From an optimization exercise on the open Yosys and OpenROAD flow, aimed at small area; shortcuts taken in it are not production practice.
In this exercise RTL edits were held to simulation tests only and were not proved equivalent to the original.
Power and IR drop assume default switching activity.

// dma_top
module dma_top (
	input  logic                 clk,
	input  logic                 rst,
	input  logic                 cfg_en,
	input  dma_pkg::addr_t       cfg_addr,
	input  dma_pkg::data_t       cfg_data,
	input  dma_pkg::data_t       mem_rdata,
	input  logic                 mem_rvalid,
	input  logic                 mem_wvalid,
	output dma_pkg::addr_t       mem_addr,
	output logic [3:0]           mem_bweb,
	output dma_pkg::data_t       mem_wdata,
	output dma_pkg::burst_len_t  mem_burst_len,
	output logic                 mem_ceb,
	output logic                 mem_web,
	output logic                 irq
);
Size in the first run: ~1100 cells after synthesis, roughly 260 flip-flops, about 180 I/O pins.
==> module dma_top, before the edit <==
module dma_top (
	input  logic                 clk,
	input  logic                 rst,
	input  logic                 cfg_en,
	input  dma_pkg::addr_t       cfg_addr,
	input  dma_pkg::data_t       cfg_data,
	input  dma_pkg::data_t       mem_rdata,
	input  logic                 mem_rvalid,
	input  logic                 mem_wvalid,
	output dma_pkg::addr_t       mem_addr,
	output logic [3:0]           mem_bweb,
	output dma_pkg::data_t       mem_wdata,
	output dma_pkg::burst_len_t  mem_burst_len,
	output logic                 mem_ceb,
	output logic                 mem_web,
	output logic                 irq
);
	logic        enable;
	logic [31:2] src;
	logic [31:2] dst;
	logic [31:0] lenr;       
	logic [31:0] off;        
	logic [1:0]  state;      
	logic        pw;         
	logic [1:0]  cnt;        
	logic [1:0]  bl;         
	logic [31:0] mem [4];
	logic idle, st_rd, st_wr, st_done;
	assign idle    = (state == 2'd0);
	assign st_rd   = (state == 2'd1);
	assign st_wr   = (state == 2'd2);
	assign st_done = (state == 2'd3);
	logic wr_ok;
	assign wr_ok = cfg_en && !(st_rd || st_wr);
	logic src_v, dst_v;
	always_ff @(posedge clk or posedge rst) begin
		if (rst) begin
			enable <= 1'b0;
			src_v  <= 1'b0;
			dst_v  <= 1'b0;
		end else if (wr_ok) begin
			if (cfg_addr == 32'h10020100)  enable <= cfg_data[0];
			if (cfg_addr == 32'h10020200) src_v  <= 1'b1;
			if (cfg_addr == 32'h10020300) dst_v  <= 1'b1;
		end
	end
	logic [31:2] src_q, dst_q;
	always_ff @(posedge clk) begin
		if (wr_ok && cfg_addr == 32'h10020200) src_q <= cfg_data[31:2];
		if (wr_ok && cfg_addr == 32'h10020300) dst_q <= cfg_data[31:2];
	end
	assign src = src_q & {30{src_v}};
	assign dst = dst_q & {30{dst_v}};
	logic [10:0] rd_lo, wr_lo;
	assign rd_lo = {1'b0, src[11:2]} + {1'b0, off[9:0]};
	assign wr_lo = {1'b0, dst[11:2]} + {1'b0, off[9:0]};
	logic [1:0] c_rem, c_rd, c_wr, c_min;
	assign c_rem = (lenr[31:2] != '0) ? 2'd3 : 2'(lenr[1:0] - 2'd1);
	assign c_rd  = (&rd_lo[9:2]) ? ~rd_lo[1:0] : 2'd3;
	assign c_wr  = (&wr_lo[9:2]) ? ~wr_lo[1:0] : 2'd3;
	assign c_min = (c_rd < c_rem) ? c_rd : c_rem;
	logic [2:0]  n;
	logic [31:0] off_nxt;
	logic        last_beat, rd_beat, wr_beat, adv, fin;
	assign n         = {1'b0, bl} + 3'd1;
	assign off_nxt   = off + 32'(n);
	assign last_beat = (cnt == bl);
	assign rd_beat   = st_rd && !pw && mem_rvalid;
	assign wr_beat   = st_wr && mem_wvalid;
	assign adv       = wr_beat && last_beat;
	assign fin       = (lenr == 32'(n));
	always_ff @(posedge clk or posedge rst) begin
		if (rst) begin
			state <= 2'd0;
			cnt   <= 2'd0;
		end else begin
			if (rd_beat || wr_beat) cnt <= cnt + 2'd1 & {2{!last_beat}};
			case (state)
				2'd0: if (enable) state <= 2'd1;
				2'd1: if (rd_beat && last_beat) state <= 2'd2;
				2'd2: if (adv) state <= fin ? 2'd3 : 2'd1;
				default: if (!enable) state <= 2'd0;
			endcase
		end
	end
	always_ff @(posedge clk) begin
		pw <= st_wr;
		rd_c <= rd_lo[10];
		wr_c <= wr_lo[10];
		bl <= (c_wr < c_min) ? c_wr : c_min;
		if (idle) off <= '0;
		else if (adv) off <= off_nxt;
		if (wr_ok && cfg_addr == 32'h10020400) lenr <= cfg_data;
		else if (adv) lenr <= fin ? off_nxt : lenr - 32'(n);
		if (rd_beat) mem[cnt] <= mem_rdata;
	end
	logic [1:0] sel;
	assign sel = cnt + {1'b0, mem_wvalid};
	logic rd_c, wr_c;
	logic [31:12] hi;
	assign hi = (st_wr ? dst[31:12] : src[31:12]) + off[29:10] + 20'(st_wr ? wr_c : rd_c);
	assign mem_wdata     = mem[sel];
	assign mem_ceb       = !((st_rd && !pw) || st_wr);
	assign mem_web       = !st_wr;
	assign mem_bweb      = {4{!st_wr}};
	assign mem_addr      = {hi, st_wr ? wr_lo[9:0] : rd_lo[9:0], 2'b00};
	assign mem_burst_len = {2'b00, bl};
	assign irq           = st_done;
endmodule
clock: 7.0 ns
lec_check: 0
cap_margin: 20
core_margin: 2
core_utilization: 65
slew_margin: 20
standard.sh (not shown) runs the stock make flow with config.mk's settings and CLKGATE_MAP_FILE= SYNTH_SCRIPT=/design/flow/synth_recipe.tcl, a recipe that flattens the netlist after the stock synthesis.
==> flow/flow/run.sh <==
#!/bin/bash
# Standard layout with two changes: port buffers use the smallest buffer cell,
# and clock tree synthesis uses larger sink clusters and no dummy loads.
set -euo pipefail
bash standard.sh \
	"BUFFER_PORTS_ARGS=-buffer_cell sky130_fd_sc_hd__buf_1" \
	"CTS_ARGS=-sink_clustering_enable -repair_clock_nets -dont_use_dummy_load -sink_clustering_size 30 -sink_clustering_max_diameter 80 -buf_list {sky130_fd_sc_hd__clkbuf_16}" \
	finish > make_finish.log 2>&1
The starting point completed with no timing, DRC or antenna violations.
Next try:
--- a/flow/design.v
+++ b/flow/design.v
@@ -74,11 +74,11 @@
 	assign c_min = (c_rd < c_rem) ? c_rd : c_rem;
 	logic [2:0]  n;
 	logic [31:0] off_nxt;
 	logic        last_beat, rd_beat, wr_beat, adv, fin;
 	assign n         = {1'b0, bl} + 3'd1;
-	assign off_nxt   = off + 32'(n);
+	assign off_nxt   = off + 32'(adv ? n : 3'd0);  
 	assign last_beat = (cnt == bl);
 	assign rd_beat   = st_rd && !pw && mem_rvalid;
 	assign wr_beat   = st_wr && mem_wvalid;
 	assign adv       = wr_beat && last_beat;
 	assign fin       = (lenr == 32'(n));
@@ -99,14 +99,13 @@
 	always_ff @(posedge clk) begin
 		pw <= st_wr;
 		rd_c <= rd_lo[10];
 		wr_c <= wr_lo[10];
 		bl <= (c_wr < c_min) ? c_wr : c_min;
-		if (idle) off <= '0;
-		else if (adv) off <= off_nxt;
+		off <= idle ? '0 : off_nxt;
 		if (wr_ok && cfg_addr == 32'h10020400) lenr <= cfg_data;
-		else if (adv) lenr <= fin ? off_nxt : lenr - 32'(n);
+		else lenr <= (adv && fin) ? off_nxt : lenr - 32'(adv ? n : 3'd0);
 		if (rd_beat) mem[cnt] <= mem_rdata;
 	end
 	logic [1:0] sel;
 	assign sel = cnt + {1'b0, mem_wvalid};
 	logic rd_c, wr_c;
Outcome: Worst hold slack improves by 0.0077 ns; synthesized area is lower by 6.5%; clock skew is higher by 0.032 ns; cell count came out lower by 5.4%; routed wire length shrinks by 10%; total power increases by 11%.

## static timing again, ports no longer ideal
No port has a modelled driver above. Below, the same layouts with a new extraction and two added sets of constraints.
Step 1, drivers: a clkbuf_16 drives clk and a buf_2 each remaining input, both assumed.
Step 2 times the ports against the registers' clock, not the clock port: input delays grow and output delays shrink by t, the midpoint of the rising clock arrivals with the driver on.
Three values: ideal ports, drivers, drivers and shift; two values: the first two.
| run | t, ns | setup WS [ns] | worst setup path after step 2 | worst register clock-pin slew, ns | worst data-port slew with drivers (ns) |
|---|---|---|---|---|---|
| the first run | 0.521 | 0.944 / 0.898 / 1.419 | register to output | 0.11 / 0.11 | 0.06 |
| the second run | 0.508 | 0.999 / 0.949 / 1.457 | register to output | 0.11 / 0.11 | 0.07 |
After both steps every run listed still meets setup and hold.
